From an optimization exercise on the open Yosys and OpenROAD flow, aimed at small area, a short achievable clock period and few clock cycles; shortcuts taken in it are not production practice.
Where RTL was checked, it was by simulation tests only, not by an equivalence proof against the original.
Only the layout flow was run in runs 1 and 2; the RTL was not checked for function there.
Power figures rest on the tool's default switching activity, not on a simulated workload.

[design.v]
package ll_pkg;
    localparam int DEF_DATA_DEPTH = 16;
    localparam int DEF_DATA_WD    = 32;
    localparam int DEF_NUM_LISTS  = 4;
    typedef enum logic [2:0] {
        OP_PUSH_TAIL = 3'd0,
        OP_INSERT_AT = 3'd1,
        OP_DELETE_AT = 3'd2,
        OP_READ_AT   = 3'd3,
        OP_CLEAR     = 3'd4
    } ll_op_e;
    typedef enum logic [1:0] {
        ST_OK    = 2'd0,
        ST_FULL  = 2'd1,
        ST_EMPTY = 2'd2,
        ST_BAD   = 2'd3
    } ll_status_e;
    typedef enum logic [1:0] {
        S_IDLE = 2'd0,
        S_WALK = 2'd1,
        S_EXEC = 2'd2,
        S_RESP = 2'd3
    } ll_state_e;
endpackage
import ll_pkg::*;
module ll_ptr_mgr #(
    parameter int DATA_DEPTH = ll_pkg::DEF_DATA_DEPTH,
    parameter int DATA_WD    = ll_pkg::DEF_DATA_WD,
    parameter int NUM_LISTS  = ll_pkg::DEF_NUM_LISTS,
    localparam int PTR_WD    = $clog2(DATA_DEPTH),
    localparam int CNT_WD    = PTR_WD + 1,
    localparam int LID_WD    = (NUM_LISTS > 1) ? $clog2(NUM_LISTS) : 1
) (
    input  logic                        clk,
    input  logic                        reset_n,
    input  logic                        req_vld,
    output logic                        req_rdy,
    input  logic [2:0]                  req_op,
    input  logic [LID_WD-1:0]           req_list,
    input  logic [CNT_WD-1:0]           req_pos,
    input  logic [DATA_WD-1:0]          req_data,
    output logic                        resp_vld,
    input  logic                        resp_rdy,
    output logic [DATA_WD-1:0]          resp_data,
    output logic [1:0]                  resp_status,
    output logic [NUM_LISTS-1:0]        ll_empty,
    output logic [NUM_LISTS*CNT_WD-1:0] ll_size,
    output logic [CNT_WD-1:0]           free_cnt
);
    logic [DATA_DEPTH-1:0] vld_q;
    logic [LID_WD-1:0]     lid_q   [DATA_DEPTH];
    logic [PTR_WD-1:0]     rank_q  [DATA_DEPTH];
    logic [DATA_WD-1:0]    data_mem[DATA_DEPTH];
    logic [CNT_WD-1:0]     size_q  [NUM_LISTS];
    logic                  acc, free_zero, is_push, is_ins, is_del, is_rd, is_clr;
    logic                  alloc_ok, del_ok, clr_ok, keep;
    logic [1:0]            chk_stat;
    logic [NUM_LISTS-1:0]  lsel;
    logic [CNT_WD-1:0]     in_size;
    logic [PTR_WD-1:0]     new_rank;
    logic [DATA_WD-1:0]    rd_data;
    logic [DATA_DEPTH-1:0] lm, eq, gt, ge, ff;
    assign req_rdy   = !resp_vld || resp_rdy;
    assign acc       = req_vld && req_rdy;
    assign free_zero = (free_cnt == '0);
    assign is_push   = (req_op == OP_PUSH_TAIL);
    assign is_ins    = (req_op == OP_INSERT_AT);
    assign is_del    = (req_op == OP_DELETE_AT);
    assign is_rd     = (req_op == OP_READ_AT);
    assign is_clr    = (req_op == OP_CLEAR);
    always_comb begin
        in_size = '0;
        for (int l = 0; l < NUM_LISTS; l++) begin
            lsel[l] = (req_list == LID_WD'(l));
            in_size = in_size | (size_q[l] & {CNT_WD{lsel[l]}});
        end
    end
    assign new_rank = is_push ? in_size[PTR_WD-1:0] : req_pos[PTR_WD-1:0];
    logic [NUM_LISTS-1:0] pos_gt, pos_ge;
    logic                 ins_bad, at_bad, in_empty;
    always_comb begin
        for (int l = 0; l < NUM_LISTS; l++) begin
            pos_gt[l] = (req_pos >  size_q[l]);
            pos_ge[l] = (req_pos >= size_q[l]);
        end
    end
    assign ins_bad  = |(pos_gt & lsel);
    assign at_bad   = |(pos_ge & lsel);
    assign in_empty = |(ll_empty & lsel);
    always_comb begin
        chk_stat = ST_OK;
        case (req_op)
            OP_PUSH_TAIL: if (free_zero) chk_stat = ST_FULL;
            OP_INSERT_AT: begin
                if (free_zero)    chk_stat = ST_FULL;
                else if (ins_bad) chk_stat = ST_BAD;
            end
            OP_DELETE_AT, OP_READ_AT: begin
                if (in_empty)    chk_stat = ST_EMPTY;
                else if (at_bad) chk_stat = ST_BAD;
            end
            OP_CLEAR: ;
            default: chk_stat = ST_BAD;
        endcase
    end
    assign alloc_ok = acc && !free_zero && (is_push || (is_ins && !ins_bad));
    assign del_ok   = acc && is_del && !at_bad;
    assign clr_ok   = acc && is_clr;
    assign keep     = !(alloc_ok || del_ok || clr_ok);
    logic [CNT_WD-1:0] free_inc, free_dec, free_clr;
    logic [CNT_WD-1:0] size_inc [NUM_LISTS];
    logic [CNT_WD-1:0] size_dec [NUM_LISTS];
    assign free_inc = free_cnt + CNT_WD'(1);
    assign free_dec = free_cnt - CNT_WD'(1);
    always_comb begin
        free_clr = '0;
        for (int l = 0; l < NUM_LISTS; l++) begin
            free_clr    = free_clr | ((free_cnt + size_q[l]) & {CNT_WD{lsel[l]}});
            size_inc[l] = size_q[l] + CNT_WD'(1);
            size_dec[l] = size_q[l] - CNT_WD'(1);
        end
    end
    always_comb begin
        logic all_used;
        all_used = 1'b1;
        for (int i = 0; i < DATA_DEPTH; i++) begin
            lm[i] = vld_q[i] && (lid_q[i] == req_list);
            eq[i] = lm[i] && ({1'b0, rank_q[i]} == req_pos);
            gt[i] = lm[i] && ({1'b0, rank_q[i]} >  req_pos);
            ge[i] = lm[i] && ({1'b0, rank_q[i]} >= req_pos);
            ff[i] = !vld_q[i] && all_used;
            all_used = all_used && vld_q[i];
        end
    end
    always_comb begin
        rd_data = '0;
        for (int i = 0; i < DATA_DEPTH; i++)
            rd_data = rd_data | (data_mem[i] & {DATA_WD{eq[i]}});
    end
    always_comb begin
        ll_size  = '0;
        ll_empty = '0;
        for (int l = 0; l < NUM_LISTS; l++) begin
            ll_size[l*CNT_WD +: CNT_WD] = size_q[l];
            ll_empty[l]                 = (size_q[l] == '0);
        end
    end
    always_ff @(posedge clk) begin
        if (req_rdy) resp_data <= (is_del || is_rd) ? rd_data : '0;
        for (int i = 0; i < DATA_DEPTH; i++) begin
            if (ff[i]) begin
                data_mem[i] <= req_data;
                lid_q[i]    <= req_list;
                rank_q[i]   <= new_rank;
            end else if (acc && is_ins && !free_zero && ge[i]) begin
                rank_q[i]   <= rank_q[i] + PTR_WD'(1);
            end else if (acc && is_del && gt[i]) begin
                rank_q[i]   <= rank_q[i] - PTR_WD'(1);
            end
        end
    end
    always_ff @(posedge clk or posedge reset_n) begin
        if (reset_n) begin
            vld_q       <= '0;
            resp_vld    <= 1'b0;
            resp_status <= '0;
            free_cnt    <= CNT_WD'(DATA_DEPTH);
            for (int l = 0; l < NUM_LISTS; l++) size_q[l] <= '0;
        end else begin
            if (acc) begin
                resp_vld    <= 1'b1;
                resp_status <= chk_stat;
            end else if (resp_rdy) begin
                resp_vld    <= 1'b0;
            end
            for (int i = 0; i < DATA_DEPTH; i++) begin
                if (alloc_ok && ff[i])         vld_q[i] <= 1'b1;
                else if (del_ok && eq[i])      vld_q[i] <= 1'b0;
                else if (clr_ok && lm[i])      vld_q[i] <= 1'b0;
            end
            for (int l = 0; l < NUM_LISTS; l++)
                size_q[l] <= ({CNT_WD{alloc_ok && lsel[l]}} & size_inc[l])
                           | ({CNT_WD{del_ok   && lsel[l]}} & size_dec[l])
                           | ({CNT_WD{keep || !lsel[l]}}    & size_q[l]);
            free_cnt <= ({CNT_WD{alloc_ok}} & free_dec)
                      | ({CNT_WD{del_ok}}   & free_inc)
                      | ({CNT_WD{clr_ok}}   & free_clr)
                      | ({CNT_WD{keep}}     & free_cnt);
        end
    end
endmodule
[run.sh]
#!/bin/bash
# synth_recipe.tcl (not shown) runs the flow's synth.tcl, then flattens the netlist and writes it again
# the make line also repeats each setting of config.mk as NAME=value (left out here)
make -C /OpenROAD-flow-scripts/flow DESIGN_CONFIG=/design/flow/config.mk WORK_HOME=/design/flow/orfs CLKGATE_MAP_FILE= SYNTH_SCRIPT=/design/flow/synth_recipe.tcl finish
[config.mk]
export PLATFORM = sky130hd
export DESIGN_NAME = ll_ptr_mgr
export DESIGN_NICKNAME = ll_ptr_mgr
export VERILOG_FILES = /design/flow/design.v
export SDC_FILE = /design/flow/constraint.sdc
export NUM_CORES = 4
export LEC_CHECK = 0
export CAP_MARGIN = 20
export CORE_MARGIN = 2
export CORE_UTILIZATION = 40
export SETUP_SLACK_MARGIN = 3.0
export SLEW_MARGIN = 20
[constraint.sdc]
create_clock -name core_clock -period 6.0 [get_ports {clk}]
set_input_delay 1.2000 -clock core_clock [delete_from_list [all_inputs] [get_ports {clk}]]
set_output_delay 1.2000 -clock core_clock [all_outputs]
set_load 0.01 [all_outputs]
==> run_results.csv, run 1 <==
group,metric,value,unit
floorplanning,std_cell_rows,101,
critical_path,crit_required,6320,ps
critical_path,crit_fanout,7,
power,p_switching,3.97,mW
sta,setup_tns,0,ps
power,power_leakage,14.2,nW
routing,drt_first_iter_violations,2698,
sta,max_freq,288,MHz
critical_path,r2r_slack,2650,ps
routing,dr_total_vias,22100,
power,clockPowerShare,31.4,%
layout,final_cells,3637,
synth,synth_nets,2340,
cts,cts-buffers-inserted,71,
synth,synth_most_common_cell,"edfxtp_1",
synth,synthesis.instances,2132,
routing,firstDrtPassIters,5,
floorplanning,pin_count,111,
synth,postSynthAreaPerCell,14.5,sq um
sta,tightest_slew,1100,ps
synth,yosys_warnings,7,
global_routing,grt_pass1_wl,143000,microns
power,power_density,326,mW/mm^2
synth,seq_area_frac_synth,65.8,%
cts,cts_htree_levels,3,
cts,cts_tree,"done",
global_routing,grt_start_max_net_pins,45,
cts,cts_buffer_depth,3,
synth,synth_top_cell_by_area,"edfxtp_1",
floorplanning,dieHeight,282,microns
sta,fin_crit,3480,ps
routing,wl,105000,microns
synth,synth_commonest_cells,"640 x edfxtp_1, 142 x ha_1, 118 x a22oi_1",
routing,antenna_left,0,
cts,cts_hold_buffers,0,
sta,rsz0062_at_grt,"true",
critical_path,r2r_start,"free_cnt[1]",
synth,synth_area_leaders,"edfxtp_1 62%, ha_1 5.8%, dfrtp_1 3.5%",
floorplanning,core,0.0762,sq mm
power,vdd_ir_drop_max,0.196,mV
critical_path,crit_end,"rank_q[9][3]",
cts,root_buffer,"clkbuf_16",
synth,async_flop_share,6.43,%
critical_path,worstSetupPathType,"input pin to register",
power,pwr-share-seq,45.8,%
sta,relSlewSlack,26.3,%
sta,setup_viol,0,
synth,netlist_area,0.0309,sq mm
global_routing,track_usage,24.8,%
global_routing,antenna_found_initial,5,
critical_path,rr_worst_depth,15,
power,p_int,9.50,mW
floorplanning,start_util,40.5,%
sta,fin_crit_sh,57.9,%
layout,drive_gt1_share,31.4,%
critical_path,cp-start-kind,"input pin",
place,placed_cells,3246,
power,comb_power_share,22.8,%
critical_path,worstPathArrival,3790,ps
global_routing,gr-total-overflow,0,
critical_path,crit_start,"req_pos[1]",
place,port_buffers,110,
sta,drv_slew,0,
routing,post_drt_wl_per_cell,28.8,microns
routing,drc_errors,0,
cts,cts.sinks,684,
outcome,status,"complete, no violations",
synth,synth_seq_cells,684,
critical_path,end_kind,"register",
global_routing,grt_pass1_vias,21200,
min_path,worstHoldPathType,"register to register",
critical_path,r2r-end,"rank_q[4][3]",
synth,synth_top_area_share,62.2,%
flow_run,drv_cap,0,
sta,hold_viol_final,0,
synth,synth_edf_count,640,
place,place_congestion,0.885,
routing,routed_via_density,6.07,
floorplanning,die_area,0.0795,sq mm
place,hpwl,52100,microns
layout,nNetsFinal,2756,
layout,fillCellCount,5991,
floorplanning,fp.dieW,282,microns
cts,insertion_delay,630,ps
synth,synth-main-ff-cell,"edfxtp_1",
power,p_sw_share,29.5,%
synth,yosysUniqueCellTypes,69,
layout,areaGrowthSynthToFinish,33.7,%
cts,path_clk_slew,60,ps
sta,finClkSkew,47.2,ps
## per-layer routing
layer  GRT usage, %  wire [microns]
met3           3.91           10100
met1           34.3           41700
met4           7.30            3410
met2           40.5           49600
met5              0              46
## repair_timing
action / 4_1_cts / 5_1_grt
pin swaps: 109 / 229
cloned: 13 / 11
endpoints found under the setup margin: 474 / 288
hold endpoints to repair: 0 / 0
resized for setup: 250 / 350
setup buffers: 151 / 83
## cells in the final DEF, fill, tap and decap left out, types with 57 or more instances in the layout
| master | count |
|---|---|
| edfxtp_1 | 640 |
| buf_4 | 174 |
| a22oi_1 | 110 |
| clkdlybuf4s50_1 | 92 |
| ha_1 | 86 |
| clkbuf_16 | 85 |
| nand2_1 | 83 |
| xnor2_1 | 78 |
| a22o_1 | 73 |
| buf_6 | 69 |
| inv_1 | 58 |
| buf_12 | 57 |
## worst min path at each step
stage	start	slack [ps]	to	depth (start not counted)
after CTS	resp_status[0]	570	resp_status[0]	2
after floorplan	vld_q[6]	510	vld_q[6]	2
after global placement	resp_status[0]	550	resp_status[0]	2
after detailed placement	resp_status[0]	550	resp_status[0]	2
after global routing	resp_status[0]	620	resp_status[0]	2
final	size_q[3][0]	600	size_q[3][0]	3
## critical path: stages
cell and delay [ps]:
buf_12 90, clkinvlp_4 140, clkbuf_16 220, buf_12 140, ha_4 260, nor2b_4 120
o21a_1 130, o21ai_2 70, a311oi_2 340, nand2_2 100, ha_1 300, a21o_1 170
a21oi_2 140, xnor2_1 140, xnor2_1 140, mux2i_1 90
## cell families (layout without fill, tap and decap cells)
| group | Yosys count | in the layout | share of synthesized area, % |
|---|---|---|---|
| AOI/OAI and AO/OA | 583 | 583 | 13.9 |
| xor gates and xnor gates | 99 | 99 | 2.81 |
| muxes | 45 | 45 | 1.74 |
| buffers and inverters | 182 | 653 | 2.62 |
| and+or+nand+nor | 377 | 380 | 6.14 |
| adders and majority gates | 162 | 162 | 7.05 |
| other | 0 | 1 | 0 |
| DFF | 684 | 684 | 65.8 |
## registers in the layout, summed over array words and instances, names as in the netlist
| register | cells |
|---|---|
| data_mem | 512 |
| free_cnt | 5 |
| lid_q | 32 |
| rank_q | 64 |
| resp_data | 32 |
| resp_status | 2 |
| resp_vld | 1 |
| size_q | 20 |
| vld_q | 16 |
## through the flow
step / power (mW) / worst slack [ps] / cell area (sq um) / util, % / hold slack, ps
after CTS: 13.1 / 2620 / 38700 / 50.8 / 567
after detailed placement: 8.68 / 831 / 33900 / 44.5 / 554
final: 13.5 / 2520 / 41300 / 54.2 / 596
after global routing: 14.0 / 2410 / 41300 / 54.2 / 618
after global placement: 8.59 / 965 / 33900 / 44.5 / 548
after floorplan: 7.69 / 2210 / 31300 / - / 514
## power by group through the flow
stage               registers, mW  clock network, mW  logic [mW]
finish                       6.17               4.23        3.07
global route                 6.21               4.45        3.31
CTS                          6.14               4.26        2.73
detailed placement           6.33                  0        2.35
global placement             6.31                  0        2.28
floorplan                    6.19                  0        1.50
## final cells by class
cell class                 count  area (sq um)  area share (%)
multi-input combinational   1269         12000            29.1
inverter                      80           359           0.870
clock buffer                  96          1960            4.74
antenna                        1          2.50         0.00606
timing repair buffer         442          5090            12.3
sequential                   684         20300            49.3
clock inverter                35           246           0.597
tap                         1030          1290            3.12
==> run 2: changes to the inputs <==
--- a/config.mk
+++ b/config.mk
@@ -9,4 +9,4 @@
 export CORE_MARGIN = 2
 export CORE_UTILIZATION = 40
-export SETUP_SLACK_MARGIN = 3.0
+export SETUP_SLACK_MARGIN = 3.3
 export SLEW_MARGIN = 20
==> run 2 against run 1 <==
Largest power group unchanged. Highest routed layer unchanged. Sequential share of layout area shrank 2.9 points. Non-clock buffer count grew 150. Sequential cell count is the same. Total power grew 6.5%. Largest cell class unchanged. Register-to-register slack gained 90 ps. Wire length grew 0.99%. Setup slack lost 32 ps. Area after synthesis is the same. Critical path depth grew 2.
==> run_results.csv, run 2 <==
group,metric,value,unit
outcome,status,"complete, no violations",
power,p_sw_share,29.6,%
routing,route.met2.wl,51100,microns
min_path,hp-start,"resp_status[0]",
power,power_density,327,mW/mm^2
floorplanning,fp.dieW,282,microns
routing,wl_met3,8550,microns
synth,yosys_warnings,7,
synth,synth_top_cell_by_area,"edfxtp_1",
power,p_int,10.1,mW
routing,wl_met1,42200,microns
power,power_leakage,15.6,nW
synth,synth_area_leaders,"edfxtp_1 62%, ha_1 5.8%, dfrtp_1 3.5%",
floorplanning,start_util,40.5,%
sta,hold_viol_final,0,
place,hpwl,54200,microns
cts,cts_hold_buffers,0,
floorplanning,die_area,0.0795,sq mm
sta,setup_tns,0,ps
power,vdd_ir_drop_max,0.196,mV
sta,rsz0062_at_grt,"true",
layout,largest_register_ffs,512,
synth,synth_top_area_share,62.2,%
layout,regMostFlops,"data_mem",
critical_path,crit_start,"req_pos[1]",
cts,cts_htree_levels,3,
sta,drv_slew,0,
sta,setup_viol,0,
sta,finClkSkew,20.9,ps
sta,max_freq,285,MHz
cts,cts.sinks,684,
synth,synthesis.instances,2132,
synth,yosysUniqueCellTypes,69,
flow_run,drv_cap,0,
routing,antenna_left,0,
synth,synth_most_common_cell,"edfxtp_1",
cts,root_buffer,"clkbuf_16",
layout,nNetsFinal,2910,
cts,path_clk_slew,60,ps
critical_path,crit_fanout,5,
place,place_congestion,0.890,
synth,synth-main-ff-cell,"edfxtp_1",
critical_path,worstSetupPathType,"input pin to register",
routing,dr_total_vias,22700,
synth,seq_area_frac_synth,65.8,%
global_routing,grt_pass1_wl,150000,microns
layout,final_cell_mix,"640 x edfxtp_1, 227 x buf_4, 148 x buf_6",
floorplanning,std_cell_rows,101,
power,pwr-share-seq,42.8,%
synth,netlist_area,0.0309,sq mm
routing,firstDrtPassIters,5,
global_routing,grt_pass1_vias,22700,
critical_path,cp-start-kind,"input pin",
routing,drc_errors,0,
cts,cts-buffers-inserted,74,
critical_path,crit_required,6350,ps
floorplanning,pin_count,111,
synth,synth_edf_count,640,
layout,areaGrowthSynthToFinish,42.1,%
layout,final_common_cell,"edfxtp_1",
routing,routed_via_density,5.99,
critical_path,r2r_start,"free_cnt[1]",
cts,cts_buffer_depth,3,
layout,reg.largest.list,"data_mem (512), rank_q (64)",
routing,drt_first_iter_violations,2207,
floorplanning,dieHeight,282,microns
cts,insertion_delay,630,ps
global_routing,gr-total-overflow,0,
floorplanning,core,0.0762,sq mm
synth,synth_seq_cells,684,
sta,tightest_slew,916,ps
global_routing,track_usage,25.9,%
routing,top_layer_used,"met5",
power,p_switching,4.24,mW
cts,cts_tree,"done",
min_path,worstHoldPathType,"register to register",
synth,postSynthAreaPerCell,14.5,sq um
place,port_buffers,110,
power,clockPowerShare,33.1,%
sta,hold_slack,567,ps
synth,synth_commonest_cells,"640 x edfxtp_1, 142 x ha_1, 118 x a22oi_1",
critical_path,worstPathArrival,3860,ps
sta,relSlewSlack,38.9,%
layout,drive_gt1_share,39.7,%
synth,async_flop_share,6.43,%
routing,wl,106000,microns
power,comb_power_share,24.1,%
routing,post_drt_wl_per_cell,27.9,microns
global_routing,antenna_found_initial,4,
critical_path,end_kind,"register",
sta,fin_crit_sh,58.5,%
synth,synth_nets,2340,
sta,fin_crit,3510,ps
global_routing,grt_start_max_net_pins,45,
[run 2: changes by cell type in the layout (fill, tap and decap cells not counted), sizes merged, moves of 2 or more]
cell / before / now
clkinv: 30 / 35
dlymetal6s2s: 1 / 4
dlygate4sd2: 4 / 48
bufbuf: 0 / 2
nand2b: 14 / 16
clkdlybuf4s50: 92 / 33
clkdlybuf4s15: 2 / 7
bufinv: 2 / 10
clkbuf: 108 / 92
clkinvlp: 6 / 9
buf: 331 / 494
[run 2: worst paths after layout]
check | to | cells after the start | slack, ps
setup / recovery | rank_q[2][3] | 18 | 2490
hold / removal | resp_status[0] | 2 | 570
setup reg to reg | rank_q[9][3] | 14 | 2740
hold reg to reg | resp_status[0] | 2 | 570
max in group asynchronous | vld_q[5] | 3 | 4350
min in group asynchronous | resp_vld | 3 | 1110
[run 2: logic make-up after synthesis]
family | after synthesis | share of synthesized area, %
and+or+nand+nor | 377 | 6.14
xor gates and xnor gates | 99 | 2.81
buffers and inverters | 182 | 2.62
AOI/OAI and AO/OA | 583 | 13.9
muxes | 45 | 1.74
DFF | 684 | 65.8
adders and majority gates | 162 | 7.05
[run 2: metrics by stage]
step | cells | total power [mW] | utilization [%] | cell area, sq um | setup slack [ps]
after floorplan | 2132 | 7.74 | - | 31500 | 2210
after global placement | 3251 | 8.63 | 44.7 | 34100 | 922
after detailed placement | 3251 | 8.73 | 44.7 | 34100 | 862
after CTS | 3704 | 14.0 | 55.2 | 42000 | 2640
after global routing | 3795 | 14.8 | 57.6 | 43900 | 2410
final | 3796 | 14.3 | 57.6 | 43900 | 2490
[run 2: what timing repair did]
action,CTS,global route
endpoints found under the setup margin,528,324
gates cloned,16,3
setup buffers,299,87
gates resized for setup,675,225
pin swaps,228,202
[run 2: area by class of cell]
| cell class | count | area, sq um |
|---|---|---|
| antenna | 2 | 5.00 |
| timing repair buffer | 592 | 6640 |
| clock buffer | 88 | 1970 |
| multi-input combinational | 1270 | 12700 |
| clock inverter | 50 | 576 |
| inverter | 80 | 360 |
| fill | 5676 | 32300 |
| tap | 1030 | 1290 |
| sequential | 684 | 20400 |
[run 2: power groups by stage]
| stage | combinational [mW] | clock, mW | sequential (mW) |
|---|---|---|---|
| finish | 3.46 | 4.74 | 6.15 |
| global route | 3.68 | 4.96 | 6.18 |
| CTS | 3.14 | 4.77 | 6.13 |
| detailed placement | 2.41 | 0 | 6.32 |
| global placement | 2.32 | 0 | 6.31 |
| floorplan | 1.55 | 0 | 6.18 |
[run 2: per-layer routing]
metal,vias up,GRT usage (%)
li1,9649,-
met1,11700,34.3
met2,1073,42.8
met3,255,4.28
met4,6,9.71
met5,-,0
[run 2: worst max-delay path: stages]
cell and delay [ps]:
buf_8 80, clkinvlp_4 120, buf_6 140, buf_12 140, buf_4 140, ha_4 260, nor2b_4 120, o21a_1 140
o21ai_2 60, a311oi_2 250, buf_4 160, nand2_4 60, ha_4 210, a21o_1 160, a21oi_2 150, xnor2_1 160
xnor2_1 170, mux2i_1 100
==> run 3: changes to the inputs <==
--- a/design.v
+++ b/design.v
@@ -48,4 +48,22 @@
     output logic [CNT_WD-1:0]           free_cnt
 );
+    function automatic logic ge4(input logic [3:0] a, input logic [3:0] b);
+        logic [3:0] g, e;
+        g = a & ~b;
+        e = ~(a ^ b);
+        ge4 = g[3] | (e[3] & g[2]) | (e[3] & e[2] & g[1]) | (e[3] & e[2] & e[1] & (a[0] | ~b[0]));
+    endfunction
+    function automatic logic gt4(input logic [3:0] a, input logic [3:0] b);
+        logic [3:0] g, e;
+        g = a & ~b;
+        e = ~(a ^ b);
+        gt4 = g[3] | (e[3] & g[2]) | (e[3] & e[2] & g[1]) | (e[3] & e[2] & e[1] & g[0]);
+    endfunction
+    function automatic logic [3:0] inc4(input logic [3:0] a);
+        inc4 = {a[3] ^ (a[2] & a[1] & a[0]), a[2] ^ (a[1] & a[0]), a[1] ^ a[0], ~a[0]};
+    endfunction
+    function automatic logic [3:0] dec4(input logic [3:0] a);
+        dec4 = {a[3] ^ ~(a[2] | a[1] | a[0]), a[2] ^ ~(a[1] | a[0]), a[1] ^ ~a[0], ~a[0]};
+    endfunction
     logic [DATA_DEPTH-1:0] vld_q;
     logic [LID_WD-1:0]     lid_q   [DATA_DEPTH];
@@ -81,6 +99,8 @@
     always_comb begin
         for (int l = 0; l < NUM_LISTS; l++) begin
-            pos_gt[l] = (req_pos >  size_q[l]);
-            pos_ge[l] = (req_pos >= size_q[l]);
+            pos_gt[l] = size_q[l][4] ? (req_pos[4] && |req_pos[3:0])
+                                     : (req_pos[4] || gt4(req_pos[3:0], size_q[l][3:0]));
+            pos_ge[l] = size_q[l][4] ? req_pos[4]
+                                     : (req_pos[4] || ge4(req_pos[3:0], size_q[l][3:0]));
         end
     end
@@ -126,7 +146,7 @@
         for (int i = 0; i < DATA_DEPTH; i++) begin
             lm[i] = vld_q[i] && (lid_q[i] == req_list);
-            eq[i] = lm[i] && ({1'b0, rank_q[i]} == req_pos);
-            gt[i] = lm[i] && ({1'b0, rank_q[i]} >  req_pos);
-            ge[i] = lm[i] && ({1'b0, rank_q[i]} >= req_pos);
+            eq[i] = lm[i] && !req_pos[4] && (rank_q[i] == req_pos[3:0]);
+            gt[i] = lm[i] && !req_pos[4] && gt4(rank_q[i], req_pos[3:0]);
+            ge[i] = lm[i] && !req_pos[4] && ge4(rank_q[i], req_pos[3:0]);
             ff[i] = !vld_q[i] && all_used;
             all_used = all_used && vld_q[i];
@@ -154,7 +174,7 @@
                 rank_q[i]   <= new_rank;
             end else if (acc && is_ins && !free_zero && ge[i]) begin
-                rank_q[i]   <= rank_q[i] + PTR_WD'(1);
+                rank_q[i]   <= inc4(rank_q[i]);
             end else if (acc && is_del && gt[i]) begin
-                rank_q[i]   <= rank_q[i] - PTR_WD'(1);
+                rank_q[i]   <= dec4(rank_q[i]);
             end
         end
--- a/config.mk
+++ b/config.mk
@@ -9,4 +9,4 @@
 export CORE_MARGIN = 2
 export CORE_UTILIZATION = 40
-export SETUP_SLACK_MARGIN = 3.3
+export SETUP_SLACK_MARGIN = 2.5
 export SLEW_MARGIN = 20
==> run 3 against run 2 <==
Clock skew grew 6.9 ps. Final area is 17% lower. Via count fell by 7.6%. Critical endpoint is now size_q[1][2].
==> run_results.csv, run 3 <==
group,metric,value,unit
routing,firstDrtPassIters,6,
cts,cts_htree_levels,3,
routing,wl,93800,microns
layout,final_cell_mix,"640 x edfxtp_1, 178 x a22oi_1, 117 x ha_1",
critical_path,crit_fanout,21,
synth,yosys_warnings,7,
synth,synth_commonest_cells,"640 x edfxtp_1, 178 x a22oi_1, 118 x ha_1",
min_path,worstHoldPathType,"register to register",
synth,synth_most_common_cell,"edfxtp_1",
routing,antenna_left,0,
layout,stdcell_area,0.0364,sq mm
place,hpwl,52800,microns
critical_path,worstPathArrival,4070,ps
synth,yosysUniqueCellTypes,75,
synth,synth_seq_cells,684,
layout,fillCellCount,6624,
place,dpl_cell_area,0.0335,sq mm
cts,path_clk_slew,60,ps
sta,hold_viol_final,0,
layout,multiInputGateArea,0.0101,sq mm
synth,synth-main-ff-cell,"edfxtp_1",
critical_path,r2r_start,"vld_q[0]",
routing,routed_via_density,6.14,
floorplanning,dieHeight,282,microns
global_routing,grt_pass1_vias,20500,
floorplanning,fp.dieW,282,microns
synth,synthesis.instances,2162,
global_routing,track_usage,23.3,%
layout,areaGrowthSynthToFinish,18.2,%
routing,drt_first_iter_violations,2447,
cts,cts_hold_buffers,0,
layout,seq_area,0.0203,sq mm
min_path,hp-start,"resp_status[0]",
synth,synth_edf_count,640,
synth,netlist_area,0.0308,sq mm
global_routing,grtUsageMet2,37.3,%
synth,seq_area_frac_synth,65.9,%
routing,post_drt_wl_per_cell,27.4,microns
critical_path,cp-start-kind,"input pin",
global_routing,antenna_found_initial,3,
layout,drive_gt1_share,13.4,%
synth,async_flop_share,6.43,%
place,place_congestion,0.891,
cts,cts_tree,"done",
layout,final_common_cell,"edfxtp_1",
critical_path,end_kind,"register",
place,port_buffers,110,
cts,cts_buffer_depth,3,
routing,drc_errors,0,
sta,setup_tns,0,ps
floorplanning,start_util,40.5,%
cts,insertion_delay,620,ps
global_routing,grt_start_max_net_pins,38,
sta,relSlewSlack,40.4,%
sta,fin_crit_sh,59.7,%
critical_path,crit_start,"resp_rdy",
global_routing,use_met1,32.7,%
floorplanning,die_area,0.0793,sq mm
layout,reg.largest.list,"data_mem (512), rank_q (64)",
layout,largest_register_ffs,512,
sta,fin_crit,3580,ps
critical_path,worstSetupPathType,"input pin to register",
layout,regMostFlops,"data_mem",
global_routing,grt_pass1_wl,137000,microns
routing,dr_total_vias,21000,
sta,rsz0062_at_grt,"true",
synth,postSynthAreaPerCell,14.3,sq um
synth,synth_area_leaders,"edfxtp_1 62%, ha_1 4.8%, a22oi_1 4.3%",
global_routing,grt-busiest-layer,"met2",
critical_path,crit_required,6490,ps
floorplanning,core,0.0761,sq mm
power,power_density,355,mW/mm^2
synth,synth_nets,2330,
sta,drv_slew,0,
synth,synth_top_cell_by_area,"edfxtp_1",
floorplanning,std_cell_rows,101,
global_routing,use_met3,4.00,%
sta,setup_viol,0,
synth,synth_top_area_share,62.4,%
outcome,status,"complete, no violations",
layout,nNetsFinal,2504,
power,power_leakage,12.6,nW
flow_run,drv_cap,0,
floorplanning,pin_count,111,
cts,cts.sinks,684,
cts,cts-buffers-inserted,71,
sta,tightest_slew,894,ps
cts,root_buffer,"clkbuf_16",
sta,max_freq,279,MHz
sta,finClkSkew,27.8,ps
global_routing,gr-total-overflow,0,
power,vdd_ir_drop_max,0.258,mV
-- run 3: changes by cell type in the layout (fill, tap and decap cells not counted), sizes merged, moves of 24 or more --
cell / change
nand3: +30
dlygate4sd2: -45
clkdlybuf4s50: +65
buf: -391
o21a: -33
ha: -24
a22oi: +58
a221oi: -37
a22o: -63
a211oi: +27
a222oi: +32
a21oi: -24
-- run 3: worst paths after layout --
kind / to / slack [ps] / cells past startpoint
worst min-delay path: resp_status[0] / 520 / 1
min in group asynchronous: free_cnt[0] / 990 / 2
worst max register to register: data_mem[11][26] / 2660 / 7
worst min register to register: resp_status[0] / 520 / 1
worst max-delay path: size_q[1][2] / 2420 / 10
max in group asynchronous: size_q[0][1] / 4430 / 3
-- run 3: layout make-up --
| class | instances | area share, % |
|---|---|---|
| multi-input cells | 1289 | 27.7 |
| repair buffers | 210 | 5.65 |
| diodes | 1 | 0.00687 |
| clock inverters | 46 | 1.31 |
| flip-flops and latches | 684 | 55.8 |
| well taps | 1030 | 3.54 |
| clock buffers | 84 | 5.15 |
| inverters | 80 | 0.862 |
-- run 3: worst max-delay path, cell delays in order --
cell,delay [ps]
clkdlybuf4s50_1,450
nand2b_4,230
nand2_1,220
or3_1,350
buf_4,250
o31ai_4,420
a211oi_2,100
buf_4,250
a2111oi_1,430
o22ai_1,140
-- run 3: routing by layer --
layer / wire length, microns / part of all wire [%]
met2: 43800 / 47
met1: 39100 / 42
met3: 8430 / 9.0
met4: 2370 / 2.5
met5: 13 / 0.014
-- run 3: power breakdown --
part	internal, mW	leakage, nW	switching [mW]
clock	2.60	1.15	1.88
combinational	0.922	4.95	1.41
sequential	5.78	6.45	0.338
-- run 3: logic make-up after synthesis --
family                     after synthesis  synth area share (%)
muxes                                   54                  2.08
adders and majority gates              122                  5.05
and+or+nand+nor                        454                  7.85
buffers and inverters                  191                  2.54
AOI/OAI and AO/OA                      540                  13.2
DFF                                    684                  65.9
xor gates and xnor gates               117                  3.32
-- run 3: repair_timing --
action                                 CTS  global route
setup endpoints to repair              311           123
gates cloned                             1             1
endpoints found under the hold margin    0             0
setup buffers                           27             8
pin swaps                                8             7
gates resized for setup                 56            40
-- run 3: stage by stage --
| stage | setup slack, ps | instances | utilization, % | hold slack, ps | power [mW] |
|---|---|---|---|---|---|
| 6_report | 2420 | 3424 | 47.9 | 517 | 12.9 |
| 5_1_grt | 2310 | 3423 | 47.9 | 542 | 13.4 |
| 4_1_cts | 2420 | 3414 | 47.6 | 516 | 12.9 |
| 3_5_place_dp | 1150 | 3256 | 44.0 | 502 | 8.42 |
| 3_3_place_gp | 1150 | 3254 | 44.0 | 485 | 8.33 |
| 2_1_floorplan | 2450 | 2162 | - | 511 | 7.47 |
Testbench counts of run 3, summed over its fixed seeds: cycles 4,808.
==> run 4: changes to the inputs <==
--- a/config.mk
+++ b/config.mk
@@ -9,4 +9,4 @@
 export CORE_MARGIN = 2
 export CORE_UTILIZATION = 40
-export SETUP_SLACK_MARGIN = 2.5
+export SETUP_SLACK_MARGIN = 3.0
 export SLEW_MARGIN = 20
==> run 4 against run 3 <==
Via count increased by 7.9%. Fmax rose by 15%. Clock power increased by 4%. Final area up 13%. Final cell count is 5.9% higher. Sequential cell count is the same. Setup slack improved by 460 ps. Total power increased by 6.7%. Global-route usage up 3.8 points. Worst hold slack improved by 1.9 ps. Wire length up 18%.
==> run_results.csv, run 4 <==
group,metric,value,unit
outcome,status,"complete, no violations",
critical_path,worstPathArrival,3480,ps
place,hpwl,55000,microns
critical_path,crit_fanout,6,
critical_path,worst_path_most_repeated_cell,"buf_12",
critical_path,cp-start-kind,"input pin",
sta,fin_crit,3120,ps
floorplanning,start_util,40.5,%
global_routing,track_usage,27.1,%
flow_run,drv_cap,0,
cts,insertion_delay,640,ps
routing,drt_first_iter_violations,3235,
floorplanning,die_area,0.0793,sq mm
synth,synth_area_leaders,"edfxtp_1 62%, ha_1 4.8%, a22oi_1 4.3%",
synth,netlist_area,0.0308,sq mm
synth,synth-main-ff-cell,"edfxtp_1",
sta,setup_viol,0,
floorplanning,fp.dieW,282,microns
global_routing,grt_pass1_vias,21700,
critical_path,worstSetupPathType,"input pin to register",
cts,cts_buffer_depth,3,
synth,synth_top_area_share,62.4,%
critical_path,end_kind,"register",
power,pwr-share-seq,44.6,%
synth,synth_nets,2330,
synth,synth_edf_count,640,
floorplanning,std_cell_rows,101,
global_routing,grt_start_max_net_pins,45,
synth,seq_area_frac_synth,65.9,%
critical_path,rr_worst_depth,11,
global_routing,grt_pass1_wl,154000,microns
sta,tightest_slew,970,ps
place,placed_cells,3271,
sta,rsz0062_at_grt,"true",
cts,cts-buffers-inserted,74,
synth,yosysUniqueCellTypes,75,
sta,relSlewSlack,35.2,%
layout,final_cells,3627,
min_path,hp-start,"resp_status[1]",
layout,final_common_cell,"edfxtp_1",
cts,cts_htree_levels,3,
power,p_switching,4.07,mW
critical_path,crit_required,6360,ps
sta,drv_slew,0,
cts,root_buffer,"clkbuf_16",
global_routing,antenna_found_initial,7,
routing,firstDrtPassIters,6,
layout,regMostFlops,"data_mem",
min_path,worstHoldPathType,"register to register",
synth,synth_seq_cells,684,
routing,post_drt_wl_per_cell,30.5,microns
place,port_buffers,110,
sta,finClkSkew,37.0,ps
min_path,hold_depth,2,
routing,wl,111000,microns
layout,drive_gt1_share,30.8,%
critical_path,r2r_start,"size_q[1][2]",
floorplanning,core,0.0761,sq mm
power,power_density,336,mW/mm^2
layout,areaGrowthSynthToFinish,33.2,%
routing,routed_via_density,6.25,
layout,largest_register_ffs,512,
cts,cts_tree,"done",
floorplanning,dieHeight,282,microns
cts,cts.sinks,684,
power,power_leakage,14.1,nW
layout,nNetsFinal,2707,
power,clockPowerShare,33.7,%
routing,drc_errors,0,
layout,final_cell_mix,"640 x edfxtp_1, 169 x buf_4, 138 x a22oi_1",
power,p_sw_share,29.5,%
power,comb_power_share,21.6,%
layout,reg.largest.list,"data_mem (512), rank_q (64)",
cts,cts_hold_buffers,0,
cts,path_clk_slew,60,ps
floorplanning,pin_count,111,
power,p_int,9.72,mW
critical_path,worst_path_max_delay_cell,"a221o_1",
critical_path,r2r_slack,3000,ps
synth,yosys_warnings,7,
routing,dr_total_vias,22700,
layout,fillCellCount,6089,
synth,postSynthAreaPerCell,14.3,sq um
critical_path,r2r-end,"free_cnt[2]",
synth,synth_most_common_cell,"edfxtp_1",
sta,setup_tns,0,ps
critical_path,slowest_delay,430,ps
global_routing,gr-total-overflow,0,
synth,async_flop_share,6.43,%
sta,max_freq,320,MHz
routing,antenna_left,0,
min_path,hold_end,"resp_status[1]",
place,place_congestion,0.855,
synth,synthesis.instances,2162,
power,vdd_ir_drop_max,0.334,mV
critical_path,path_cells,"buf_6 > buf_6 > clkinvlp_4 > buf_12 > buf_12 > ha_4 > and3_4 > buf_12 > a221o_1 > buf_4 > a311oi_2 > a21oi_2 > xnor2_1 > nand2_1 > o21ai_1",
synth,synth_commonest_cells,"640 x edfxtp_1, 178 x a22oi_1, 118 x ha_1",
sta,fin_crit_sh,52.1,%
synth,synth_top_cell_by_area,"edfxtp_1",
sta,hold_viol_final,0,
## run 4: cell counts after synthesis
Identical to the previous run, type by type.
## run 4: how the worst max path moves through the flow
stage / from / to / slack, ps / cells after the start
2_1_floorplan: req_pos[2] / rank_q[0][2] / 2550 / 10
3_3_place_gp: req_pos[2] / resp_data[5] / 1270 / 10
3_5_place_dp: req_pos[1] / resp_data[5] / 1300 / 12
4_1_cts: req_pos[0] / free_cnt[2] / 2920 / 10
5_1_grt: req_pos[3] / rank_q[15][2] / 2810 / 15
6_report: req_pos[3] / rank_q[15][2] / 2880 / 15
## run 4: repair_timing
| action | in CTS | in global routing |
|---|---|---|
| pin swaps | 88 | 164 |
| resized for setup | 307 | 200 |
| cloned | 26 | 8 |
| endpoints found under the setup margin | 394 | 261 |
| setup buffers | 122 | 66 |
## run 4: final cells by class
cell class | count | area [sq um] | area share, %
timing repair inverter | 2 | 13.8 | 0.0335
inverter | 80 | 360 | 0.878
tap | 1030 | 1290 | 3.14
multi-input combinational | 1300 | 12100 | 29.5
clock inverter | 45 | 522 | 1.27
timing repair buffer | 397 | 4490 | 10.9
sequential | 684 | 20300 | 49.6
clock buffer | 87 | 1920 | 4.68
antenna | 2 | 5.00 | 0.0122
## run 4: stage by stage
| step | power, mW | utilization [%] | setup WS [ps] | instance area [sq um] | hold WS, ps |
|---|---|---|---|---|---|
| after floorplan | 7.58 | - | 2550 | 31600 | 510 |
| after global placement | 8.45 | 44.9 | 1270 | 34200 | 486 |
| after detailed placement | 8.54 | 44.9 | 1300 | 34200 | 507 |
| after CTS | 13.5 | 51.8 | 2920 | 39400 | 520 |
| after global routing | 14.2 | 54.0 | 2810 | 41100 | 543 |
| final | 13.8 | 54.0 | 2880 | 41100 | 518 |
## run 4: cells by family after synthesis
logic type      Yosys count  synth area share, %
compound gates          540                 13.2
xor+xnor                117                 3.32
fa+ha+maj               122                 5.05
buf+inv                 191                 2.54
flops                   684                 65.9
mux                      54                 2.08
simple gates            454                 7.85
## run 4: worst max-delay path: cells and delay by family
| kind | cells | cell delay (ps) |
|---|---|---|
| buffers and inverters | 7 | 880 |
| AO/OA/AOI/OAI | 4 | 770 |
| adder cells (fa/ha/maj) | 1 | 250 |
| AND/OR/NAND/NOR | 2 | 250 |
| XOR/XNOR | 1 | 140 |
## run 4: layer usage
layer,up-vias,global-route usage [%],part of all wire (%)
li1,9487,-,-
met1,11600,37.5,39
met2,1355,42.3,46
met3,261,5.26,11
met4,6,10.5,3.9
met5,-,0,0.069
## run 4: power groups by stage
stage	registers (mW)	clock network, mW	logic [mW]
after floorplan	6.13	0	1.45
after global placement	6.25	0	2.20
after detailed placement	6.27	0	2.27
after CTS	6.13	4.69	2.72
after global routing	6.19	4.88	3.17
final	6.16	4.65	2.99
==> run 5: changes to the inputs <==
--- a/config.mk
+++ b/config.mk
@@ -8,5 +8,7 @@
 export CAP_MARGIN = 20
 export CORE_MARGIN = 2
-export CORE_UTILIZATION = 40
+export CORE_UTILIZATION = 60
+export CTS_BUF_LIST = sky130_fd_sc_hd__clkbuf_8
+export CTS_CLUSTER_SIZE = 30
 export SETUP_SLACK_MARGIN = 3.0
 export SLEW_MARGIN = 20
==> run 5 against run 4 <==
Still clean. Area after synthesis stayed put. Worst hold slack worse by 18 ps. Synthesized cell count unchanged. Sequential share of layout area grew 1.1 points. Setup slack is essentially flat. Sequential cell count unchanged. Fmax barely moved. Critical path type unchanged. Critical endpoint is now size_q[2][1]. Highest routed layer is now met4.
==> run_results.csv, run 5 <==
group,metric,value,unit
synth,synth_area_leaders,"edfxtp_1 62%, ha_1 4.8%, a22oi_1 4.3%",
sta,drv_slew,0,
layout,final_common_cell,"edfxtp_1",
floorplanning,core,0.0511,sq mm
global_routing,grt_pass1_vias,22300,
cts,cts_buffer_depth,3,
floorplanning,dieHeight,231,microns
critical_path,r2r_start,"vld_q[1]",
synth,synthesis.instances,2162,
synth,postSynthAreaPerCell,14.3,sq um
critical_path,rr_worst_depth,7,
sta,hold_viol_final,0,
synth,synth_top_cell_by_area,"edfxtp_1",
layout,reg.largest.list,"data_mem (512), rank_q (64)",
global_routing,grt_start_max_net_pins,45,
cts,cts_hold_buffers,0,
synth,synth_nets,2330,
sta,setup_viol,0,
routing,wl,103000,microns
sta,fin_crit_sh,52.1,%
synth,async_flop_share,6.43,%
cts,cts_tree,"done",
global_routing,track_usage,38.4,%
cts,path_clk_slew,80,ps
sta,relSlewSlack,32.1,%
floorplanning,fp.dieW,231,microns
place,place_congestion,0.906,
synth,synth_edf_count,640,
layout,final_cell_mix,"640 x edfxtp_1, 220 x buf_4, 147 x a22oi_1",
sta,tightest_slew,997,ps
critical_path,crit_end,"size_q[2][1]",
power,power_leakage,14.3,nW
synth,seq_area_frac_synth,65.9,%
critical_path,crit_required,6640,ps
layout,regMostFlops,"data_mem",
cts,root_buffer,"clkbuf_8",
synth,synth-main-ff-cell,"edfxtp_1",
synth,synth_commonest_cells,"640 x edfxtp_1, 178 x a22oi_1, 118 x ha_1",
critical_path,r2r-end,"data_mem[15][30]",
routing,post_drt_wl_per_cell,30.6,microns
cts,insertion_delay,740,ps
routing,firstDrtPassIters,5,
layout,nNetsFinal,2780,
synth,synth_top_area_share,62.4,%
global_routing,gr-total-overflow,0,
sta,setup_tns,0,ps
layout,largest_register_ffs,512,
place,dpl_cell_area,0.0338,sq mm
synth,synth_most_common_cell,"edfxtp_1",
place,port_buffers,110,
synth,yosysUniqueCellTypes,75,
sta,fin_crit,3120,ps
layout,drive_gt1_share,30.8,%
routing,dr_total_vias,23300,
global_routing,grt_pass1_wl,148000,microns
outcome,status,"complete, no violations",
power,vdd_ir_drop_max,0.287,mV
cts,cts.sinks,684,
floorplanning,start_util,60.3,%
critical_path,worstPathArrival,3770,ps
critical_path,crit_start,"req_pos[3]",
routing,antenna_left,0,
sta,finClkSkew,58.5,ps
cts,cts_htree_levels,3,
floorplanning,pin_count,111,
floorplanning,std_cell_rows,83,
power,power_density,320,mW/mm^2
place,hpwl,51000,microns
layout,stdcell_area,0.0402,sq mm
routing,routed_via_density,6.87,
layout,areaGrowthSynthToFinish,30.4,%
synth,yosys_warnings,7,
sta,rsz0062_at_grt,"true",
routing,drt_first_iter_violations,2845,
synth,synth_seq_cells,684,
critical_path,worstSetupPathType,"input pin to register",
flow_run,drv_cap,0,
global_routing,antenna_found_initial,2,
floorplanning,die_area,0.0532,sq mm
critical_path,cp-start-kind,"input pin",
synth,netlist_area,0.0308,sq mm
critical_path,crit_fanout,6,
sta,max_freq,320,MHz
critical_path,r2r_slack,3040,ps
min_path,worstHoldPathType,"register to register",
critical_path,end_kind,"register",
routing,drc_errors,0,
cts,cts-buffers-inserted,106,
run 5: report_power, final:
group	leakage (nW)	total, mW	internal, mW	switching, mW
logic	6.74	3.04	1.31	1.73
clock network	1.15	3.75	1.86	1.89
registers	6.43	6.09	5.79	0.299
total	14.3	12.9	8.96	3.93
run 5: final cells by class:
cell class | instances | area, sq um
timing repair buffer | 441 | 4780
inverter | 80 | 353
clock buffer | 114 | 1570
fill | 2943 | 10900
multi-input combinational | 1299 | 11800
sequential | 684 | 20400
tap | 680 | 851
clock inverter | 84 | 448
antenna | 3 | 7.51
run 5: logic make-up (layout without fill, tap and decap cells):
family          after synthesis  count (layout)  share of synthesized area [%]
buf+inv                     191             719                           2.54
mux                          54              54                           2.08
xor+xnor                    117             117                           3.32
flops                       684             684                           65.9
compound gates              540             540                           13.2
fa+ha+maj                   122             122                           5.05
other cells                   0               3                              0
simple gates                454             466                           7.85
run 5: worst min path at each step:
| stage | end | startpoint | cells past startpoint |
|---|---|---|---|
| after floorplan | vld_q[13] | vld_q[13] | 1 |
| after global placement | resp_status[1] | resp_status[1] | 2 |
| after detailed placement | resp_status[1] | resp_status[1] | 2 |
| after CTS | resp_status[1] | resp_status[1] | 2 |
| after global routing | resp_status[1] | resp_status[1] | 2 |
| final | resp_status[1] | resp_status[1] | 2 |
run 5: worst max-delay path, stage by stage:
cell and delay (ps):
buf_6 90, buf_6 120, buf_12 130, buf_6 120, ha_4 270, and3_4 200
nand3_2 70, a221o_1 340, and4_4 250, buf_4 170, a2111oi_1 490, o21ai_0 170
o211ai_1 140
run 5: what timing repair did:
| action | in CTS | in global routing |
|---|---|---|
| setup endpoints to repair | 467 | 169 |
| resized for setup | 315 | 128 |
| pin swaps | 96 | 140 |
| gates cloned | 24 | 4 |
| setup buffers | 170 | 63 |
run 5: routing by layer:
layer	track usage [%]	vias to the layer above	share of wire [%]
met4	18.1	0	5.3
met1	52.5	11500	37
met2	59.7	1677	46
li1	-	9665	-
met3	7.84	395	12
met5	0	-	0
run 5: through the flow:
step / utilization, % / hold slack, ps / instances / worst slack, ps / power [mW]
global placement: 66.0 / 483 / 2922 / 1190 / 8.43
CTS: 76.2 / 506 / 3315 / 2970 / 12.6
global route: 78.7 / 526 / 3384 / 2900 / 13.3
finish: 78.7 / 500 / 3385 / 2880 / 12.9
detailed placement: 66.1 / 492 / 2923 / 1120 / 8.50
floorplan: - / 510 / 2162 / 2550 / 7.58
==> run 6: changes to the inputs <==
--- a/design.v
+++ b/design.v
@@ -153,8 +153,20 @@
         end
     end
+    logic                  rd_op;
+    logic [DATA_DEPTH-1:0] rsel;
+    assign rd_op = is_del || is_rd;
+    assign rsel  = eq & {DATA_DEPTH{rd_op}};
     always_comb begin
         rd_data = '0;
         for (int i = 0; i < DATA_DEPTH; i++)
-            rd_data = rd_data | (data_mem[i] & {DATA_WD{eq[i]}});
+            rd_data = rd_data | (data_mem[i] & {DATA_WD{rsel[i]}});
+    end
+    logic [DATA_DEPTH-1:0] rank_en;
+    logic [PTR_WD-1:0]     rank_d [DATA_DEPTH];
+    always_comb begin
+        for (int i = 0; i < DATA_DEPTH; i++) begin
+            rank_en[i] = ff[i] || (acc && is_ins && !free_zero && ge[i]) || (acc && is_del && gt[i]);
+            rank_d[i]  = ff[i] ? new_rank : (is_ins ? inc4(rank_q[i]) : dec4(rank_q[i]));
+        end
     end
     always_comb begin
@@ -167,15 +179,11 @@
     end
     always_ff @(posedge clk) begin
-        if (req_rdy) resp_data <= (is_del || is_rd) ? rd_data : '0;
+        if (req_rdy) resp_data <= rd_data;
         for (int i = 0; i < DATA_DEPTH; i++) begin
             if (ff[i]) begin
                 data_mem[i] <= req_data;
                 lid_q[i]    <= req_list;
-                rank_q[i]   <= new_rank;
-            end else if (acc && is_ins && !free_zero && ge[i]) begin
-                rank_q[i]   <= inc4(rank_q[i]);
-            end else if (acc && is_del && gt[i]) begin
-                rank_q[i]   <= dec4(rank_q[i]);
-            end
+            end
+            if (rank_en[i]) rank_q[i] <= rank_d[i];
         end
     end
@@ -200,11 +208,8 @@
             end
             for (int l = 0; l < NUM_LISTS; l++)
-                size_q[l] <= ({CNT_WD{alloc_ok && lsel[l]}} & size_inc[l])
-                           | ({CNT_WD{del_ok   && lsel[l]}} & size_dec[l])
-                           | ({CNT_WD{keep || !lsel[l]}}    & size_q[l]);
-            free_cnt <= ({CNT_WD{alloc_ok}} & free_dec)
-                      | ({CNT_WD{del_ok}}   & free_inc)
-                      | ({CNT_WD{clr_ok}}   & free_clr)
-                      | ({CNT_WD{keep}}     & free_cnt);
+                if (lsel[l] && !keep)
+                    size_q[l] <= is_clr ? '0 : (is_del ? size_dec[l] : size_inc[l]);
+            if (!keep)
+                free_cnt <= is_clr ? free_clr : (is_del ? free_inc : free_dec);
         end
     end
--- a/config.mk
+++ b/config.mk
@@ -8,7 +8,5 @@
 export CAP_MARGIN = 20
 export CORE_MARGIN = 2
-export CORE_UTILIZATION = 60
-export CTS_BUF_LIST = sky130_fd_sc_hd__clkbuf_8
-export CTS_CLUSTER_SIZE = 30
-export SETUP_SLACK_MARGIN = 3.0
+export CORE_UTILIZATION = 40
+export SETUP_SLACK_MARGIN = 2.5
 export SLEW_MARGIN = 20
==> run 6 against run 5 <==
Total power shrank 1.3%. Via count shrank 14%. Area after synthesis shrank 0.24%. Non-clock buffer count shrank 230. Fmax shrank 9.4%. Critical endpoint is now req_rdy.
==> run_results.csv, run 6 <==
group,metric,value,unit
outcome,status,"complete, no violations",
min_path,hold_depth,2,
synth,yosys_warnings,8,
power,p_total,12.7,mW
global_routing,track_usage,22.5,%
synth,synth_area_leaders,"edfxtp_1 63%, ha_1 5.0%, a221oi_1 3.7%",
global_routing,grt_start_max_net_pins,51,
synth,synth_seq_cells,684,
critical_path,cpLargestDelayFamily,"buffers and inverters",
cts,cts.sinks,684,
critical_path,path_cells,"clkdlybuf4s50_1 > nand2b_4 > dlygate4sd2_1",
layout,regMostFlops,"data_mem",
floorplanning,start_util,40.4,%
min_path,hp-start,"resp_status[0]",
synth,yosysUniqueCellTypes,76,
power,p_int,9.19,mW
power,p_switching,3.53,mW
power,power_leakage,12.6,nW
cts,cts_htree_levels,3,
power,clockPowerShare,34.5,%
sta,fin_crit_sh,57.5,%
sta,max_freq,290,MHz
routing,drt_first_iter_violations,1978,
layout,final_cell_mix,"640 x edfxtp_1, 129 x a22o_1, 128 x a221oi_1",
power,p_sw_share,27.7,%
cts,cts_buffer_depth,3,
power,comb_power_share,17.1,%
place,hpwl,48600,microns
routing,post_drt_wl_per_cell,26.8,microns
global_routing,grt_pass1_vias,20200,
critical_path,worstSetupPathType,"input pin to primary output",
layout,reg.largest.list,"data_mem (512), rank_q (64)",
min_path,hold_end,"resp_status[0]",
synth,postSynthAreaPerCell,14.9,sq um
cts,cts_hold_buffers,0,
floorplanning,fp.dieW,281,microns
routing,routed_via_density,5.98,
synth,synth-main-ff-cell,"edfxtp_1",
layout,stdcell_area,0.0361,sq mm
critical_path,crit_start,"resp_rdy",
global_routing,gr-total-overflow,0,
critical_path,crit_fanout,5,
place,dpl_cell_area,0.0332,sq mm
sta,setup_tns,0,ps
power,power_density,352,mW/mm^2
sta,finClkSkew,47.3,ps
routing,dr_total_vias,19900,
cts,cts-buffers-inserted,71,
global_routing,use_met1,30.1,%
critical_path,worst_path_max_delay_cell,"clkdlybuf4s50_1",
synth,synth_edf_count,640,
synth,synth_nets,2245,
synth,netlist_area,0.0307,sq mm
routing,antenna_left,0,
critical_path,rr_worst_depth,6,
critical_path,critPathBufInv,2,
floorplanning,pin_count,111,
floorplanning,core,0.0761,sq mm
sta,drv_slew,0,
routing,drc_errors,0,
synth,synth_most_common_cell,"edfxtp_1",
critical_path,cp-start-kind,"input pin",
synth,synth_top_area_share,62.5,%
power,pwr-share-seq,48.3,%
min_path,worstHoldPathType,"register to register",
place,placed_cells,3160,
critical_path,r2r-end,"data_mem[10][4]",
layout,largest_register_ffs,512,
floorplanning,std_cell_rows,101,
sta,rsz0062_at_grt,"false",
synth,seq_area_frac_synth,66.1,%
layout,final_common_cell,"edfxtp_1",
layout,nNetsFinal,2422,
synth,async_flop_share,6.43,%
cts,path_clk_slew,60,ps
layout,areaGrowthSynthToFinish,17.5,%
sta,relSlewSlack,28.1,%
routing,wl,89200,microns
sta,setup_viol,0,
synth,synth_commonest_cells,"640 x edfxtp_1, 130 x a221oi_1, 129 x a22o_1",
layout,postLayoutCoreUtil,47.5,%
cts,insertion_delay,630,ps
critical_path,r2r_slack,2750,ps
flow_run,drv_cap,0,
routing,firstDrtPassIters,5,
sta,fin_crit,3450,ps
sta,hold_viol_final,0,
critical_path,crit_required,4800,ps
layout,fillCellCount,6607,
global_routing,use_met3,3.87,%
critical_path,slowest_delay,450,ps
synth,synthesis.instances,2067,
place,place_congestion,0.828,
layout,final_cells,3327,
critical_path,r2r_start,"vld_q[0]",
cts,cts_tree,"done",
cts,root_buffer,"clkbuf_16",
global_routing,grt-busiest-layer,"met2",
floorplanning,dieHeight,281,microns
sta,tightest_slew,1080,ps
place,port_buffers,110,
power,vdd_ir_drop_max,0.228,mV
synth,synth_top_cell_by_area,"edfxtp_1",
layout,drive_gt1_share,13.9,%
critical_path,worstPathArrival,2250,ps
global_routing,grt_pass1_wl,131000,microns
global_routing,antenna_found_initial,4,
floorplanning,die_area,0.0791,sq mm
critical_path,end_kind,"primary output",
global_routing,grtUsageMet2,36.9,%
-- run 6: cell types whose count changed after synthesis, moves of 44 or more --
cell | previous run | this run
xnor2_1 | 98 | 44
a22oi_1 | 178 | 1
xor2_1 | 19 | 83
a21oi_1 | 44 | 91
nand3_1 | 67 | 23
clkbuf_1 | 83 | 39
a22o_1 | 10 | 129
a221oi_1 | 35 | 130
-- run 6: area by class of cell --
cell class	count	area [sq um]	area share, %
Sequential cell	684	20300	56.3
Multi-Input combinational cell	1216	9860	27.3
Timing Repair Buffer	211	2080	5.76
Clock buffer	89	1920	5.30
Tap cell	1030	1290	3.57
Clock inverter	36	398	1.10
Inverter	60	254	0.703
Antenna cell	1	2.50	0.00692
-- run 6: power groups by stage --
stage               logic (mW)  clock network, mW  registers [mW]
CTS                       2.18               4.46            6.14
global placement          2.04                  0            6.24
finish                    2.18               4.39            6.15
detailed placement        2.11                  0            6.26
global route              2.41               4.63            6.20
floorplan                 1.36                  0            6.12
-- run 6: logic make-up (layout without fill, tap and decap cells) --
group                    after synthesis  in the layout  share of synthesized area [%]
buffers and inverters                169            396                           2.68
adder cells (fa/ha/maj)              132            132                           5.59
AND/OR/NAND/NOR                      352            354                           6.54
AO/OA/AOI/OAI                        568            568                           14.0
multiplexers                          35             35                           1.44
other                                  0              1                              0
flip-flops                           684            684                           66.1
XOR/XNOR                             127            127                           3.62
-- run 6: tightest hold or removal path, delay by kind of cell, from the launching register on --
family,cells,cell delay (ps)
flip-flops,1,340
AO/OA/AOI/OAI,1,120
AND/OR/NAND/NOR,1,50
-- run 6: how the worst max path moves through the flow --
stage,endpoint,cells past startpoint
6_report,req_rdy,3
5_1_grt,size_q[1][3],11
4_1_cts,data_mem[9][18],6
3_5_place_dp,resp_data[27],10
3_3_place_gp,resp_data[27],10
2_1_floorplan,rank_q[13][0],7
-- run 6: layer usage --
metal	share of wire [%]	vias up
met2	48	871
met4	2.7	8
met3	7.7	179
li1	-	8679
met5	0.059	-
met1	41	10200
-- run 6: metrics by stage --
stage	hold WS [ps]	setup slack, ps
after floorplan	492	2490
after CTS	553	2280
after global routing	566	2500
final	548	2550
after global placement	533	1170
after detailed placement	537	1050
-- run 6: repair_timing --
item	in CTS	in global routing
cloned	1	1
buffers inserted	22	17
resized for setup	46	25
pin swaps	6	7
endpoints found under the setup margin	296	160
Testbench counts of run 6, summed over its fixed seeds: cycles 4,808.
==> run 7: changes to the inputs <==
--- a/config.mk
+++ b/config.mk
@@ -9,4 +9,4 @@
 export CORE_MARGIN = 2
 export CORE_UTILIZATION = 40
-export SETUP_SLACK_MARGIN = 2.5
+export SETUP_SLACK_MARGIN = 3.2
 export SLEW_MARGIN = 20
==> run 7 against run 6 <==
Worst hold slack gained 3.0 ps. Clock power grew 7.3%. Highest routed layer unchanged. Largest cell class unchanged. Area after synthesis stayed put. Count of clock-buffer cells in the layout down 1. Utilization grew 6.6 points.
==> run_results.csv, run 7 <==
group,metric,value,unit
global_routing,grt_pass1_wl,150000,microns
power,power_leakage,14.5,nW
layout,regMostFlops,"data_mem",
sta,max_freq,322,MHz
place,hpwl,49100,microns
synth,synth_most_common_cell,"edfxtp_1",
sta,finClkSkew,34.7,ps
synth,postSynthAreaPerCell,14.9,sq um
floorplanning,die_area,0.0791,sq mm
routing,drc_errors,0,
routing,wl,108000,microns
cts,cts-buffers-inserted,73,
routing,drt_first_iter_violations,2756,
critical_path,end_kind,"primary output",
place,place_congestion,0.840,
power,vdd_ir_drop_max,0.250,mV
synth,seq_area_frac_synth,66.1,%
routing,routed_via_density,6.21,
synth,synth_seq_cells,684,
synth,synth_edf_count,640,
sta,hold_viol_final,0,
floorplanning,pin_count,111,
critical_path,rr_worst_depth,12,
global_routing,gr-total-overflow,0,
synth,synth_nets,2245,
cts,cts_tree,"done",
min_path,hold_depth,2,
cts,cts_buffer_depth,3,
sta,setup_tns,0,ps
global_routing,track_usage,26.5,%
floorplanning,fp.dieW,281,microns
cts,path_clk_slew,60,ps
layout,nNetsFinal,2591,
min_path,worstHoldPathType,"register to register",
routing,antenna_left,0,
layout,final_cell_mix,"640 x edfxtp_1, 136 x buf_4, 126 x a22o_1",
floorplanning,start_util,40.4,%
global_routing,grt_pass1_vias,21400,
critical_path,crit_required,4800,ps
layout,drive_gt1_share,31.4,%
cts,cts.sinks,684,
synth,synth_commonest_cells,"640 x edfxtp_1, 130 x a221oi_1, 129 x a22o_1",
layout,areaGrowthSynthToFinish,33.8,%
sta,rsz0062_at_grt,"true",
cts,cts_htree_levels,3,
synth,async_flop_share,6.43,%
sta,fin_crit,3110,ps
synth,synth-main-ff-cell,"edfxtp_1",
routing,post_drt_wl_per_cell,30.9,microns
sta,tightest_slew,1060,ps
critical_path,worstPathArrival,1910,ps
floorplanning,core,0.0761,sq mm
synth,yosys_warnings,8,
synth,synthesis.instances,2067,
global_routing,grt_start_max_net_pins,45,
synth,synth_area_leaders,"edfxtp_1 63%, ha_1 5.0%, a221oi_1 3.7%",
sta,hold_slack,551,ps
synth,netlist_area,0.0307,sq mm
synth,synth_top_cell_by_area,"edfxtp_1",
routing,firstDrtPassIters,5,
critical_path,worstSetupPathType,"register to primary output",
sta,setup_slack,2890,ps
layout,final_cells,3506,
cts,insertion_delay,640,ps
critical_path,crit_fanout,2,
sta,fin_crit_sh,51.8,%
routing,dr_total_vias,21800,
flow_run,drv_cap,0,
floorplanning,dieHeight,281,microns
power,power_density,331,mW/mm^2
place,place_worst_setup_slack,1230,ps
power,p_total,13.6,mW
global_routing,antenna_found_initial,8,
place,placed_cells,3155,
layout,final_common_cell,"edfxtp_1",
cts,root_buffer,"clkbuf_16",
place,port_buffers,110,
sta,setup_viol,0,
sta,drv_slew,0,
synth,synth_top_area_share,62.5,%
sta,relSlewSlack,29.0,%
layout,reg.largest.list,"data_mem (512), rank_q (64)",
critical_path,cp-start-kind,"register",
cts,cts_hold_buffers,0,
layout,largest_register_ffs,512,
floorplanning,std_cell_rows,101,
outcome,status,"complete, no violations",
synth,yosysUniqueCellTypes,76,
[run 7: timing repair]
item | CTS | global route
gates cloned | 35 | 9
buffers inserted | 120 | 49
resized for setup | 346 | 215
pin swaps | 84 | 113
setup endpoints to repair | 559 | 104
[run 7: routing by layer]
metal | global-route usage [%] | up-vias | routed length, microns
li1 | - | 9055 | -
met1 | 34.0 | 11100 | 40800
met2 | 43.6 | 1332 | 51300
met3 | 5.40 | 287 | 11500
met4 | 11.5 | 8 | 4710
met5 | 0 | - | 55
[run 7: power by group]
part           internal [mW]  switching (mW)  total (mW)
sequential              5.77           0.292        6.06
combinational           1.19            1.65        2.83
clock                   2.71            2.00        4.71
[run 7: through the flow]
step           area (sq um)  util [%]
2_1_floorplan         31200         -
3_3_place_gp          33600      44.1
3_5_place_dp          33600      44.1
4_1_cts               39300      51.6
5_1_grt               41100      54.1
6_report              41100      54.1
[run 7: cell type report]
class / count / area [sq um]
fillers: 6028 / 34900
flip-flops and latches: 684 / 20400
multi-input cells: 1216 / 11800
repair buffers: 378 / 4890
clock buffers: 88 / 1910
well taps: 1030 / 1290
clock inverters: 47 / 611
inverters: 60 / 265
diodes: 3 / 7.51
[run 7: path summary, 6_finish.rpt]
kind	start	to	slack, ps
setup / recovery	size_q[1][4]	ll_empty[1]	2890
hold / removal	data_mem[4][23]	resp_data[23]	550
setup reg to reg	size_q[1][1]	size_q[3][1]	3220
hold reg to reg	data_mem[4][23]	resp_data[23]	550
max in group asynchronous	reset_n	free_cnt[1]	4400
min in group asynchronous	reset_n	size_q[2][2]	1080
[run 7: logic make-up after synthesis]
family / share of synthesized area (%)
flip-flops: 66.1
AO/OA/AOI/OAI: 14.0
AND/OR/NAND/NOR: 6.54
buffers and inverters: 2.68
adder cells (fa/ha/maj): 5.59
XOR/XNOR: 3.62
multiplexers: 1.44
[run 7: critical path, cell delays in order, from the launching register on]
cell and delay, ps:
dfrtp_2 440, or4_4 550, nor2_4 160, buf_6 120

-- port drivers added, routing unchanged --
How much do the figures lean on ideal ports? The routed layouts below were timed once more, with nothing changed but the port constraints. Step 1 sets driving cells, clkbuf_16 on the clock port and buf_2 on the other inputs (assumed; they add their load-dependent delay and slew). Step 2 times the ports against the registers' clock, not the clock port: input delays grow and output delays shrink by t, the midpoint of the rising clock arrivals with the driver on. Slacks: ideal / step 1 / step 2; pairs: ideal / step 1.
| run | t, ns | slack for setup (ns) | worst setup path after step 2 | worst register clock-pin slew, ns | cell pins on the clock port's net |
|---|---|---|---|---|---|
| run 1 | 0.669 | 2.525 / 2.526 / 1.857 | input to register | 0.07 / 0.07 | 1 |
| run 2 | 0.687 | 2.492 / 2.508 / 1.821 | input to register | 0.07 / 0.07 | 1 |
| run 3 | 0.671 | 2.416 / 2.406 / 1.735 | input to register | 0.06 / 0.06 | 1 |
| run 4 | 0.688 | 2.876 / 2.881 / 2.212 | input to register | 0.06 / 0.06 | 1 |
| run 5 | 0.771 | 2.877 / 2.904 / 2.133 | input to register | 0.08 / 0.08 | 1 |
| run 6 | 0.676 | 2.551 / 2.521 / 1.943 | input to register | 0.07 / 0.07 | 1 |
| run 7 | 0.692 | 2.893 / 2.826 / 2.329 | input to register | 0.07 / 0.07 | 1 |
After both steps setup and hold are still met in every run listed. The setup slack of run 5, which loses most, moves by +0.027 ns with the drivers and by -0.744 ns with both steps.
